Source: an optimization exercise on an open RTL-to-GDS flow (aim: small area, a short achievable clock period and few clock cycles per item). Production flows keep margins and buffers that such runs may drop.
Function was checked by simulation only, so behaviour that the tests miss may differ from the original.

$ cat flow/config.mk
export PLATFORM = sky130hd
export DESIGN_NAME = sm4Core
export DESIGN_NICKNAME = sm4Core
export VERILOG_FILES = /design/flow/design.v
export SDC_FILE = /design/flow/constraint.sdc
export NUM_CORES = 8
export LEC_CHECK = 0
export CAP_MARGIN = 20
export CORE_MARGIN = 2
export CORE_UTILIZATION = 60
export SETUP_SLACK_MARGIN = 5
export SLEW_MARGIN = 20
export TNS_END_PERCENT = 0
$ cat flow/constraint.sdc
create_clock -name core_clock -period 11.0 [get_ports {clk}]
set_input_delay 2.2000 -clock core_clock [delete_from_list [all_inputs] [get_ports {clk}]]
set_output_delay 2.2000 -clock core_clock [all_outputs]
set_load 0.01 [all_outputs]
$ cat flow/design.v
`default_nettype none
package sm4TablesPkg;
  function automatic logic [3:0] gf16Inv2(input logic [3:0] a);
    case (a)
      4'd0: gf16Inv2 = 4'd0;
      4'd1: gf16Inv2 = 4'd1;
      4'd2: gf16Inv2 = 4'd3;
      4'd3: gf16Inv2 = 4'd2;
      4'd4: gf16Inv2 = 4'd15;
      4'd5: gf16Inv2 = 4'd12;
      4'd6: gf16Inv2 = 4'd9;
      4'd7: gf16Inv2 = 4'd11;
      4'd8: gf16Inv2 = 4'd10;
      4'd9: gf16Inv2 = 4'd6;
      4'd10: gf16Inv2 = 4'd8;
      4'd11: gf16Inv2 = 4'd7;
      4'd12: gf16Inv2 = 4'd5;
      4'd13: gf16Inv2 = 4'd14;
      4'd14: gf16Inv2 = 4'd13;
      4'd15: gf16Inv2 = 4'd4;
      default: gf16Inv2 = 4'd0;
    endcase
  endfunction
  function automatic logic [7:0] sbox(input logic [7:0] x);
    logic a0, a1, a2, a3, a4, a5, a6, a7, a8, a9, a10, a11, a12, a13, a14, a15, a16, a17, a18, a19, a20, a21, a22, a23, a24, a25, a26, a27, a28, a29, a30, a31, a32, a33, a34, a35, a36, p0, p1, p2, p3, p4, p5, p6, p7, p8, b0, b1, b2, b3, b4, b5, b6, b7, b8, b9, b10, b11, b12, b13, c0, c1, c2, c3, c4, qh0, qh1, qh2, qh3, qh4, qh5, qh6, qh7, qh8, qs0, qs1, qs2, qs3, qs4, qs5, qs6, qs7, qs8, e0, e1, e2, e3, e4, e5, e6, e7, e8, e9, e10, e11, e12, e13, e14, e15, e16, e17, e18, e19, e20, e21, e22, e23, e24, e25, e26, e27, e28, e29, e30, e31, e32;
    logic [3:0] d, di;
    a0 = x[0] ^ x[1];
    a1 = x[2] ^ x[4];
    a2 = x[3] ^ x[5];
    a3 = x[6] ^ a0;
    a4 = x[7] ^ a1;
    a5 = a1 ^ a2;
    a6 = x[2] ^ a3;
    a7 = x[2] ^ x[6];
    a8 = x[3] ^ x[7];
    a9 = x[7] ^ a2;
    a10 = x[5] ^ a4;
    a11 = x[0] ^ a4;
    a12 = a0 ^ a8;
    a13 = x[1] ^ a10;
    a14 = a0 ^ a1;
    a15 = x[4] ^ a3;
    a16 = x[6] ^ a10;
    a17 = x[5] ^ a6;
    a18 = a0 ^ a5;
    a19 = x[0] ^ a5;
    a20 = a0 ^ a2;
    a21 = a3 ^ a5;
    a22 = a1 ^ a3;
    a23 = x[7] ^ a15;
    a24 = x[2] ^ x[5];
    a25 = x[1] ^ a7;
    a26 = x[2] ^ x[7];
    a27 = x[6] ^ a13;
    a28 = a9 ^ a15;
    a29 = x[3] ^ a11;
    a30 = x[6] ^ a29;
    a31 = x[1] ^ a8;
    a32 = x[3] ^ a14;
    a33 = x[1] ^ x[4];
    a34 = x[4] ^ a12;
    a35 = a2 ^ a6;
    a36 = a7 ^ a9;
    p0 = ~a21 & a16;
    p1 = ~a26 & a34;
    p2 = a28 & a35;
    p3 = ~x[6] & a27;
    p4 = a22 & a30;
    p5 = ~a14 & a20;
    p6 = a18 & x[1];
    p7 = ~a23 & a25;
    p8 = ~a36 & a7;
    b0 = p3 ^ p4;
    b1 = p4 ^ p5;
    b2 = p2 ^ a24;
    b3 = p7 ^ ~a6;
    b4 = p8 ^ a17;
    b5 = b0 ^ b2;
    b6 = p0 ^ p2;
    b7 = ~a33 ^ b1;
    b8 = p1 ^ b5;
    b9 = b0 ^ b3;
    b10 = b1 ^ b4;
    b11 = p6 ^ b9;
    b12 = b6 ^ b7;
    b13 = p7 ^ b10;
    d = {b13, b11, b12, b8};
    di = gf16Inv2(d);
    c0 = di[1] ^ di[3];
    c1 = di[0] ^ di[2];
    c2 = c0 ^ c1;
    c3 = di[2] ^ di[3];
    c4 = di[0] ^ di[1];
    qh0 = ~a21 & di[3];
    qs0 = ~a12 & di[3];
    qh1 = ~a26 & di[2];
    qs1 = ~a32 & di[2];
    qh2 = a28 & c3;
    qs2 = a4 & c3;
    qh3 = ~x[6] & di[1];
    qs3 = ~a13 & di[1];
    qh4 = a22 & di[0];
    qs4 = a31 & di[0];
    qh5 = ~a14 & c4;
    qs5 = ~a5 & c4;
    qh6 = a18 & c0;
    qs6 = a19 & c0;
    qh7 = ~a23 & c1;
    qs7 = ~a11 & c1;
    qh8 = ~a36 & c2;
    qs8 = ~a9 & c2;
    e0 = qh1 ^ qh3;
    e1 = qs2 ^ e0;
    e2 = qh5 ^ qh8;
    e3 = qs7 ^ e1;
    e4 = qh7 ^ e2;
    e5 = qh4 ^ qs3;
    e6 = qs0 ^ qs8;
    e7 = qs1 ^ e5;
    e8 = qh2 ^ e4;
    e9 = e3 ^ e6;
    e10 = qh0 ^ qh5;
    e11 = qs4 ^ e7;
    e12 = qs6 ^ e3;
    e13 = qs0 ^ qs5;
    e14 = qh1 ^ qh6;
    e15 = e6 ^ e14;
    e16 = e4 ^ e7;
    e17 = qh0 ^ e15;
    e18 = qs2 ^ e4;
    e19 = qs3 ^ e13;
    e20 = qs6 ^ e17;
    e21 = qh2 ^ e11;
    e22 = e13 ^ e16;
    e23 = qs1 ^ e20;
    e24 = e8 ^ e9;
    e25 = qs1 ^ e12;
    e26 = e9 ^ e10;
    e27 = e8 ^ e12;
    e28 = e10 ^ e25;
    e29 = e1 ^ e21;
    e30 = e19 ^ e27;
    e31 = qh8 ^ e23;
    e32 = e11 ^ e18;
    sbox[0] = ~e28;
    sbox[1] = ~e32;
    sbox[2] = e30;
    sbox[3] = e29;
    sbox[4] = ~e26;
    sbox[5] = e24;
    sbox[6] = ~e22;
    sbox[7] = ~e31;
  endfunction
  function automatic logic [31:0] ck(input logic [4:0] i);
    case (i)
      5'd0: ck = 32'h00070e15;
      5'd1: ck = 32'h1c232a31;
      5'd2: ck = 32'h383f464d;
      5'd3: ck = 32'h545b6269;
      5'd4: ck = 32'h70777e85;
      5'd5: ck = 32'h8c939aa1;
      5'd6: ck = 32'ha8afb6bd;
      5'd7: ck = 32'hc4cbd2d9;
      5'd8: ck = 32'he0e7eef5;
      5'd9: ck = 32'hfc030a11;
      5'd10: ck = 32'h181f262d;
      5'd11: ck = 32'h343b4249;
      5'd12: ck = 32'h50575e65;
      5'd13: ck = 32'h6c737a81;
      5'd14: ck = 32'h888f969d;
      5'd15: ck = 32'ha4abb2b9;
      5'd16: ck = 32'hc0c7ced5;
      5'd17: ck = 32'hdce3eaf1;
      5'd18: ck = 32'hf8ff060d;
      5'd19: ck = 32'h141b2229;
      5'd20: ck = 32'h30373e45;
      5'd21: ck = 32'h4c535a61;
      5'd22: ck = 32'h686f767d;
      5'd23: ck = 32'h848b9299;
      5'd24: ck = 32'ha0a7aeb5;
      5'd25: ck = 32'hbcc3cad1;
      5'd26: ck = 32'hd8dfe6ed;
      5'd27: ck = 32'hf4fb0209;
      5'd28: ck = 32'h10171e25;
      5'd29: ck = 32'h2c333a41;
      5'd30: ck = 32'h484f565d;
      5'd31: ck = 32'h646b7279;
      default: ck = 32'h0;
    endcase
  endfunction
  localparam logic [127:0] FK = {
    32'ha3b1bac6,
    32'h56aa3350,
    32'h677d9197,
    32'hb27022dc
  };
  function automatic logic [31:0] rotl(input logic [31:0] w, input int unsigned n);
    rotl = (w << n) | (w >> (32 - n));
  endfunction
  function automatic logic [31:0] tauSub(input logic [31:0] a);
    tauSub = {sbox(a[31:24]), sbox(a[23:16]), sbox(a[15:8]), sbox(a[7:0])};
  endfunction
  function automatic logic [31:0] dataT(input logic [31:0] x);
    logic [31:0] b;
    b = tauSub(x);
    dataT = b ^ rotl(b, 2) ^ rotl(b, 10) ^ rotl(b, 18) ^ rotl(b, 24);
  endfunction
  function automatic logic [31:0] keyT(input logic [31:0] x);
    logic [31:0] b;
    b = tauSub(x);
    keyT = b ^ rotl(b, 13) ^ rotl(b, 23);
  endfunction
endpackage
`default_nettype wire
`default_nettype none
package sm4CorePkg;
  localparam int WORD_W  = 32;
  localparam int BLOCK_W = 128;
  localparam int ROUNDS  = 32;
  localparam int ROUND_W = 5;
endpackage
`default_nettype wire
`default_nettype none
import sm4CorePkg::*;
module sm4Core (
  input  wire logic                             clk,
  input  wire logic                             rst_n,
  input  wire logic                             start,
  input  wire logic                             decrypt,
  input  wire logic [sm4CorePkg::BLOCK_W-1:0]   key,
  input  wire logic [sm4CorePkg::BLOCK_W-1:0]   textIn,
  output logic [sm4CorePkg::BLOCK_W-1:0]        textOut,
  output logic                                  done
);
  localparam logic [ROUND_W-1:0] CNT_LAST = ROUND_W'(ROUNDS - 1);
  logic               busy;
  logic               spec;
  logic               hitR;
  logic               rounds;
  logic               decMode;
  logic               valid;
  logic [ROUND_W-1:0] cnt;
  logic [ROUND_W-1:0] cntNext;
  logic               accept;
  logic               missNow;
  logic               lastRound;
  logic               toRounds;
  logic               keyBack;
  logic               dataRound;
  logic               saveEnd;
  logic               keyBackNext;
  logic [BLOCK_W-1:0] keyIn;
  logic [BLOCK_W-1:0] kw;
  logic [BLOCK_W-1:0] ko;
  assign keyIn     = key ^ sm4TablesPkg::FK;
  assign accept    = start && !busy;
  assign missNow   = spec && !hitR;
  assign lastRound = busy && rounds && !spec && (cnt == '0);
  assign toRounds  = busy && !rounds && (!decMode || cnt == CNT_LAST);
  always_comb
  begin
    if (accept)
      cntNext = decrypt ? CNT_LAST : ROUND_W'(1);
    else if (!busy || lastRound || missNow)
      cntNext = '0;
    else if (rounds ? decMode : (decMode && cnt == CNT_LAST))
      cntNext = rounds ? cnt - 1'b1 : cnt;
    else
      cntNext = cnt + 1'b1;
  end
  assign keyBackNext = accept ? decrypt
                              : (busy && !lastRound && !missNow && decMode && (rounds || toRounds));
  always_ff @(posedge clk or negedge rst_n)
  begin
    if (!rst_n)
    begin
      busy      <= 1'b0;
      spec      <= 1'b0;
      hitR      <= 1'b0;
      rounds    <= 1'b0;
      decMode   <= 1'b0;
      valid     <= 1'b0;
      cnt       <= '0;
      done      <= 1'b0;
      keyBack   <= 1'b0;
      dataRound <= 1'b0;
    end
    else
    begin
      done <= lastRound;
      cnt  <= cntNext;
      spec <= accept;
      hitR <= valid && (keyIn == kw);
      keyBack   <= keyBackNext;
      dataRound <= accept || (busy && !lastRound && !missNow && (rounds || toRounds));
      if (accept)
      begin
        busy    <= 1'b1;
        rounds  <= 1'b1;
        decMode <= decrypt;
      end
      else
      begin
        if (lastRound)
        begin
          busy  <= 1'b0;
          valid <= 1'b1;
        end
        if (missNow)
          rounds <= 1'b0;
        else if (toRounds)
          rounds <= 1'b1;
      end
    end
  end
  logic [WORD_W-1:0] k0, k1, k2, k3;
  logic [WORD_W-1:0] tk;
  logic [WORD_W-1:0] e0, e1, e2, e3;
  logic              stepFwd;
  logic              stepBack;
  logic              encEnd;
  logic [WORD_W-1:0] z;
  assign {k0, k1, k2, k3} = kw;
  assign tk = sm4TablesPkg::keyT(z);
  assign encEnd   = lastRound && !decMode;
  assign stepFwd  = (accept && !decrypt) || (busy && !keyBack && !encEnd && !missNow);
  assign stepBack = busy && keyBack && !missNow;
  always_comb
  begin
    if ((accept && decrypt) || missNow || encEnd)
      {e0, e1, e2, e3} = ko;
    else if (stepFwd)
      {e0, e1, e2, e3} = {k1, k2, k3, k0};
    else if (stepBack)
      {e0, e1, e2, e3} = {k3, k0, k1, k2};
    else
      {e0, e1, e2, e3} = kw;
  end
  always_ff @(posedge clk)
    kw <= {(tk & {WORD_W{stepBack}}) ^ e0, e1, e2, (tk & {WORD_W{stepFwd}}) ^ e3};
  always_ff @(posedge clk)
    z <= (tk & {WORD_W{keyBackNext ? stepBack : stepFwd}}) ^
         (e1 ^ e2 ^ (keyBackNext ? e0 : e3) ^ sm4TablesPkg::ck(cntNext));
  assign saveEnd = busy && !missNow && (decMode ? (rounds && cnt == CNT_LAST)
                                                : (!rounds || cnt == '0));
  always_ff @(posedge clk)
  begin
    if (accept)
      ko <= keyIn;
    else if (saveEnd)
      ko <= kw;
  end
  logic [WORD_W-1:0] x0, x1, x2, x3;
  logic [WORD_W-1:0] ex0, ex1, ex2, ex3;
  logic [WORD_W-1:0] y;
  logic [WORD_W-1:0] ty;
  logic              dataStep;
  assign dataStep = dataRound && !missNow;
  assign ty = sm4TablesPkg::dataT(y);
  always_comb
  begin
    if (accept)
      {ex0, ex1, ex2, ex3} = textIn;
    else if (dataStep)
      {ex0, ex1, ex2, ex3} = {x1, x2, x3, x0};
    else
      {ex0, ex1, ex2, ex3} = {x0, x1, x2, x3};
  end
  always_ff @(posedge clk)
  begin
    {x0, x1, x2} <= {ex0, ex1, ex2};
    x3 <= (ty & {WORD_W{dataStep}}) ^ ex3;
    y  <= (ty & {WORD_W{dataStep}}) ^ (tk & {WORD_W{stepFwd}}) ^ (ex1 ^ ex2 ^ ex3 ^ e3);
  end
  assign textOut = {x3, x2, x1, x0};
endmodule
`default_nettype wire
$ cat flow/flow/run.sh
#!/bin/bash
# Own layout flow: the standard flow (standard.sh) with two changes.
#  - Synthesis is the standard one except for the ABC script that maps the
#    logic between the registers: flow/abc.script (ORFS's area script, a
#    delay-driven map with area recovery) instead of the speed script.
#    The flip-flops are mapped before ABC runs and ABC does not touch them,
#    so registers, their names and cells are the standard synthesis's.
#  - flow/knobs.txt adds ORFS variables to the make calls: the port buffers
#    are buf_1 cells (every port still gets one), and the timing repair
#    aims at a larger setup margin. The clock and constraints are the standard flow's.
# Each tool's full output goes to a log file of its own in this folder
# (synth.log, layout.log, and ORFS's own logs under orfs/logs).
set -euo pipefail
here=$(pwd)
fdir=$here/flow

# synthesis script: synth_recipe.tcl with ORFS's synth.tcl swapped for a copy
# whose abc call uses flow/abc.script.
sed "s#^  log_cmd abc {\*}\$abc_args#  set abc_args [lreplace \$abc_args 1 1 $fdir/abc.script]\n  log_cmd abc {*}\$abc_args#" \
  "$FLOW_HOME/scripts/synth.tcl" > "$here/own_synth.tcl"
grep -q "abc.script" "$here/own_synth.tcl"
sed "s#\$::env(SCRIPTS_DIR)/synth.tcl#$here/own_synth.tcl#" "$here/synth_recipe.tcl" > "$here/own_synth_recipe.tcl"
grep -q "own_synth.tcl" "$here/own_synth_recipe.tcl"

knobs=()
if [[ -f $fdir/knobs.txt ]]; then
  while IFS= read -r line; do
    [[ -n "$line" && "$line" != \#* ]] && knobs+=("$line")
  done < "$fdir/knobs.txt"
fi

bash standard.sh "SYNTH_SCRIPT=$here/own_synth_recipe.tcl" "${knobs[@]}" synth > "$here/synth.log" 2>&1
bash standard.sh "SYNTH_SCRIPT=$here/own_synth_recipe.tcl" "${knobs[@]}" finish > "$here/layout.log" 2>&1
test -f "$here/out/final.def"
$ cat flow/flow/abc.script
strash
dch
map -B 0.9
topo
stime -c
buffer -c
upsize -c
dnsize -c
$ cat flow/flow/knobs.txt
BUFFER_PORTS_ARGS=-buffer_cell sky130_fd_sc_hd__buf_1
SETUP_SLACK_MARGIN=5.5
$ cat flow/standard.sh
#!/bin/bash
# synth_recipe.tcl (not shown) runs the flow's synth.tcl, then flattens the netlist and writes it again
# the make line also repeats each setting of config.mk as NAME=value (left out here)
make -C /OpenROAD-flow-scripts/flow DESIGN_CONFIG=/design/flow/config.mk WORK_HOME=/design/flow/orfs CLKGATE_MAP_FILE= SYNTH_SCRIPT=/design/flow/synth_recipe.tcl "${@:-finish}"
==> impl_metrics.tcl, run 1 <==
set metrics [dict create \
    ctsHoldBuffers 0 \
    drv_cap 0 \
    hold_viol 0 \
    area_growth_syn_to_layout_pct 10.0 \
    top_layer "met5" \
    period_share_pct 48.1 \
    final_nets 7477 \
    synth-main-ff-cell "dfxtp_1" \
    setup_viol 0 \
    drc_errors 0 \
    cp_data_required_time_ns 11.48 \
    synth_top_family_by_area "simple AND/OR/NAND/NOR gates" \
    max_freq_mhz 189 \
    status "complete, no violations" \
    die_w_um 274 \
    report.final.slew_viol_count 0 \
    chipHeight_um 274 \
    critPathKind "flop to flop" \
    min_period_ns 5.29 \
    drive_gt1_share_pct 10.4 \
    synth_nets 7233 \
    viasPerCell 5.87 \
    dr_wl_met3_um 21600 \
    grt_pass1_vias 41786 \
    syn_inst 6922 \
    place.gp.congestion 1.07 \
    syn_avg_cell_area_um2 6.30 \
    vias 47928 \
    yosysSeqAreaShare_pct 25.0 \
    critPathLaunchType "flop" \
    synthAdderAreaFrac_pct 1.46 \
    muxShareOfSynthArea_pct 0 \
    fin_skew_ns 0.0344 \
    syn_area_um2 43600 \
    die_area_um2 74900 \
    cts_max_path_buffers 3 \
    wl_met1_um 65800 \
    fin_cells 8163 \
    first_iter_violations 6307 \
    hold-worst-slack_ns 0.486 \
    clockRootBuffer "clkbuf_16" \
    cts_max_level 2 \
    synth-simple-area-share_pct 41.0 \
    place_area_um2 45500 \
    io_buffer_count 388 \
    tightest_slew_ns 1.25 \
    overflow 0 \
    tns_ns 0 \
    grt_max_degree 190 \
    synth_edf_count 160 \
    crit_arrival_ns 5.78 \
    drt_first_pass_iters 6 \
    cp_slowest_cell "dfxtp_2" \
    fillers 6564 \
    async_flop_share_pct 3.03 \
    relSlewSlack_pct 15.8 \
    crit_path_end_kind "flop" \
    yosys_warnings 1 \
    cts_tree "yes" \
    antenna_found_initial 3 \
    rows 98 \
    cp_max_fo 6 \
    cpMostUsedCell "nand2_1" \
    routed_wirelength_um 168000 \
    design_area_um2 48000 \
    synthXorXnorAreaFrac_pct 13.4 \
    clk_pin_slew_ns 0.07 \
    final_cell_mix "nand2_1 (2,466), nand3_1 (677), inv_1 (551), nor2_1 (426), o21ai_0 (425)" \
    wl_per_cell_um 20.6 \
    ant_nets 0 \
    cts_buffers 53 \
    dp_hpwl_um 132000 \
    final_common_cell "nand2_1" \
    cp_slowest_stage_delay_ns 0.46 \
    synth_cell_types 67 \
    ys_ff_latch 462 \
    place_inst 8047 \
    grt_pass1_wl_um 246000 \
    hp-class "flop to flop" \
    cts_sinks 462 \
    post-route-util_pct 66.9 \
    route.met2.wl_um 69000 \
    synth_compound_area_share_pct 11.0 \
    core_um2 71700 \
    start_util_pct 60.8 \
    rsz0062_at_grt "yes" \
    ios 389 \
    clk_latency_ns 0.64 \
    grtUsageTotal_pct 42.7 \
]
-- path summary, 6_finish.rpt --
path | slack [ns] | from | cells past startpoint | end
worst min-delay path | 0.49 | spec$_DFF_PN0_ | 1 | done$_DFF_PN0_
max in group asynchronous | 8.86 | rst_n | 1 | dataRound$_DFF_PN0_
worst max-delay path | 5.71 | z[10]$_DFF_P_ | 35 | z[9]$_DFF_P_
worst min register to register | 0.49 | spec$_DFF_PN0_ | 1 | done$_DFF_PN0_
worst max register to register | 5.71 | z[10]$_DFF_P_ | 35 | z[9]$_DFF_P_
min in group asynchronous | 1.63 | rst_n | 1 | cnt[2]$_DFF_PN0_
-- sequential cells by signal, indices dropped and copies added, names as in the netlist, 5 cells and up --
signal,flops
x0,32
x3,32
cnt,5
y,32
ko,128
x2,32
kw,128
x1,32
z,32
-- layer usage --
layer	global-route usage, %	up-vias
met5	0	-
met4	24.5	2
met3	9.54	498
met2	62.5	2887
met1	57.9	21765
li1	-	22776
-- cells in the mapped netlist (13+ instances only) --
cell type	instances	area (um2)
a31oi_1	67	419
a21oi_1	119	596
nor2_1	428	1610
nor3_1	14	70.1
ha_1	51	638
o211ai_1	78	586
xor2_1	337	2950
nand3b_1	35	263
nand2_2	218	1360
xnor2_2	13	211
xnor2_1	213	1870
nor2_2	20	125
buf_4	22	165
buf_1	23	86.3
dfxtp_1	288	5770
nand3_1	683	3420
edfxtp_1	160	4800
o31ai_1	13	97.6
buf_2	20	100
nand4_1	49	307
xor2_2	40	651
nand3_2	62	621
nand2_1	2502	9390
nand2_4	29	327
o22ai_1	43	269
a221oi_1	31	272
inv_2	80	300
clkbuf_1	158	593
dfrtp_1	14	350
o21ai_0	427	2140
inv_1	554	2080
-- repair_timing --
| action | 4_1_cts | 5_1_grt |
|---|---|---|
| pin swaps | 0 | 11 |
| cloned | 0 | 1 |
| gates resized for setup | 9 | 147 |
| setup endpoints to repair | 14 | 135 |
| setup buffers | 0 | 12 |
-- stage by stage --
step | setup WS, ns
6_report | 5.71
5_1_grt | 5.37
4_1_cts | 5.33
3_5_place_dp | 4.78
3_3_place_gp | 4.81
2_1_floorplan | 5.49
-- kinds of logic (layout without fill, tap and decap cells) --
group | Yosys count | count (layout)
xor gates and xnor gates | 609 | 609
DFF | 462 | 462
adders and majority gates | 51 | 51
AOI/OAI and AO/OA | 834 | 834
buffers and inverters | 878 | 1167
other | 0 | 2
and+or+nand+nor | 4088 | 4088
-- final cells by class --
type / instances / area (um2) / share of cell area (%)
sequential: 462 / 11000 / 23.0
multi-input combinational: 5582 / 29700 / 62.0
antenna: 2 / 5.00 / 0.0104
tap: 950 / 1190 / 2.48
inverter: 643 / 2430 / 5.07
timing repair buffer: 424 / 1850 / 3.85
clock inverter: 25 / 258 / 0.537
clock buffer: 75 / 1490 / 3.11
-- worst max-delay path, delay by kind of cell, from the launching register on --
kind          cells  cell delay [ns]
simple gates     27             3.04
xor+xnor          3             0.98
fa+ha+maj         1             0.31
flops             1             0.46
buf+inv           4             0.34
Testbench counts, summed over its fixed seeds: cycles 56,002, blocks 1,600.
==> run 2: changes to the inputs <==
--- a/flow/config.mk
+++ b/flow/config.mk
@@ -7,7 +7,7 @@
 export LEC_CHECK = 0
 export CAP_MARGIN = 20
 export CORE_MARGIN = 2
-export CORE_UTILIZATION = 60
+export CORE_UTILIZATION = 65
 export SETUP_SLACK_MARGIN = 5
 export SLEW_MARGIN = 20
 export TNS_END_PERCENT = 0
==> run 2 against run 1 <==
  * Still clean
  * First-iteration DRC count up 3.9%
  * Register-to-register slack better by 0.07 ns
  * Clock skew about the same
  * Maximum frequency shrank 1.2%
  * Count of clock-buffer cells in the layout down 7
  * Worst setup slack worse by 0.063 ns
  * Critical path type is now input port to flop
  * Highest routed layer unchanged
==> impl_metrics.tcl, run 2 <==
set metrics [dict create \
    status "complete, no violations" \
    hold_viol 0 \
    fillers 5739 \
    viasPerCell 5.99 \
    clk_pin_slew_ns 0.06 \
    cp_data_required_time_ns 11.48 \
    clk_latency_ns 0.60 \
    setup_viol 0 \
    final_cell_mix "nand2_1 (2,467), nand3_1 (673), inv_1 (552), nor2_1 (427), o21ai_0 (424)" \
    place.gp.congestion 1.06 \
    syn_area_um2 43600 \
    final_common_cell "nand2_1" \
    routed_wirelength_um 164000 \
    drc_errors 0 \
    reg2reg_slack_ns 5.78 \
    drive_gt1_share_pct 10.3 \
    vias 48301 \
    place_inst 7961 \
    fin_cells 8067 \
    antenna_found_initial 8 \
    fin_skew_ns 0.0343 \
    async_flop_share_pct 3.03 \
    seq_area_um2 11000 \
    drt_first_pass_iters 8 \
    ctsHoldBuffers 0 \
    ios 389 \
    first_iter_violations 6551 \
    core_um2 66100 \
    pre_cts_ws_ns 4.77 \
    fin_ws_ns 5.64 \
    dp_hpwl_um 128000 \
    overflow 0 \
    chipHeight_um 263 \
    ant_nets 0 \
    synth_top_family_by_area "simple AND/OR/NAND/NOR gates" \
    synth_top_area_share_pct 21.5 \
    synth_nets 7233 \
    drv_cap 0 \
    yosysMostFrequentCell "nand2_1" \
    reg.largest.list "ko (128), kw (128)" \
    crit_path_end_kind "flop" \
    io_buffer_count 388 \
    synth_cell_types 67 \
    cts_sinks 462 \
    rsz0062_at_grt "yes" \
    synth-simple-area-share_pct 41.0 \
    die_area_um2 69200 \
    synth_area_leaders "nand2_1 (22%), dfxtp_1 (13%), edfxtp_1 (11%), nand3_1 (7.8%), xor2_1 (6.8%)" \
    tns_ns 0 \
    yosysSeqAreaShare_pct 25.0 \
    synth_edf_count 160 \
    grt_pass1_vias 42677 \
    multi_input_area_um2 29800 \
    yosys_warnings 1 \
    yosys.area.top_type "nand2_1" \
    critPathKind "input port to flop" \
    cts_max_path_buffers 3 \
    crit_arrival_ns 5.84 \
    cp_max_fo 135 \
    design_area_um2 47800 \
    rows 94 \
    synth_common_cells "nand2_1 (2,502), nand3_1 (683), inv_1 (554), nor2_1 (428), o21ai_0 (427)" \
    synthAdderAreaFrac_pct 1.46 \
    max_freq_mhz 187 \
    grt_pass1_wl_um 245000 \
    hold-worst-slack_ns 0.497 \
    start_util_pct 66.0 \
    clockRootBuffer "clkbuf_16" \
    cts_tree "yes" \
    relSlewSlack_pct 29.7 \
    cts_buffers 48 \
    period_share_pct 48.7 \
    synth_compound_area_share_pct 11.0 \
    area_growth_syn_to_layout_pct 9.59 \
    hp-class "flop to flop" \
    muxShareOfSynthArea_pct 0 \
    synthXorXnorAreaFrac_pct 13.4 \
    ys_ff_latch 462 \
    syn_inst 6922 \
    min_period_ns 5.36 \
    wl_per_cell_um 20.3 \
    place_area_um2 45300 \
    tightest_slew_ns 1.04 \
    synth-main-ff-cell "dfxtp_1" \
    syn_avg_cell_area_um2 6.30 \
    grt_max_degree 170 \
    final_nets 7473 \
    die_w_um 263 \
    report.final.slew_viol_count 0 \
    cts_max_level 2 \
    critPathLaunchType "input port" \
    grtUsageTotal_pct 45.3 \
]
[run 2: cell counts after synthesis]
Identical to the previous run, type by type.
[run 2: worst max-delay path: stages]
cell	delay, ns
buf_1	0.10
nand2_4	0.52
o21ai_4	0.08
clkbuf_16	0.36
inv_8	0.49
buf_8	0.49
o21ai_0	0.15
o22ai_1	0.66
o21ai_0	0.21
xor2_1	0.22
xor2_1	0.17
[run 2: logic make-up after synthesis]
logic type	Yosys count
compound gates	834
xor+xnor	609
fa+ha+maj	51
buf+inv	878
flops	462
simple gates	4088
[run 2: path summary, 6_finish.rpt]
path	start	end	cells after the start
worst min-delay path	spec$_DFF_PN0_	done$_DFF_PN0_	1
worst min register to register	spec$_DFF_PN0_	done$_DFF_PN0_	1
worst max register to register	y[27]$_DFF_P_	y[30]$_DFF_P_	30
min in group asynchronous	rst_n	done$_DFF_PN0_	1
max in group asynchronous	rst_n	cnt[3]$_DFF_PN0_	1
worst max-delay path	start	z[26]$_DFF_P_	11
[run 2: per-layer routing]
layer / share of wire [%] / GRT usage [%]
met1: 37 / 57.8
met2: 41 / 66.3
met3: 14 / 14.4
met4: 7.5 / 28.1
met5: 0.040 / 0
[run 2: layout make-up]
cell class,count,share of cell area [%]
Inverter,643,5.10
Tap cell,864,2.26
Clock inverter,22,0.434
Multi-Input combinational cell,5582,62.3
Antenna cell,1,0.00523
Clock buffer,68,3.02
Timing Repair Buffer,425,3.84
Sequential cell,462,23.1
[run 2: per-stage QoR]
step	utilization (%)
after floorplan	-
after detailed placement	68.6
after CTS	71.1
after global placement	68.6
final	72.3
after global routing	72.3
[run 2: what timing repair did]
item,4_1_cts,5_1_grt
pin swaps,0,5
setup buffers,0,15
resized for setup,8,158
endpoints found under the setup margin,30,160

## separate check: timing with driven ports
In the flow no input, the clock included, has a driving cell. The finished layouts below were timed again as built, in two steps. Step 1 assumes that a clkbuf_16 drives the clock port and a buf_2 every other input. Step 2, shift: input delay + t, output delay - t, t = (earliest + latest rising clock arrival at the registers) / 2. This alone moves slack from input paths to output paths. Three values: no drivers, after step 1, after step 2; two values: the first two.
run | shift t [ns] | setup WS [ns] | clock arrival spread, ns
run 1 | 0.696 | 5.705 / 5.705 / 5.079 | 0.036 / 0.036
run 2 | 0.633 | 5.643 / 5.666 / 5.033 | 0.036 / 0.036
After both steps every run listed still meets setup and hold. For run 1, which loses most, drivers alone change the setup slack by 0.000 ns; drivers and shift together by -0.626 ns.
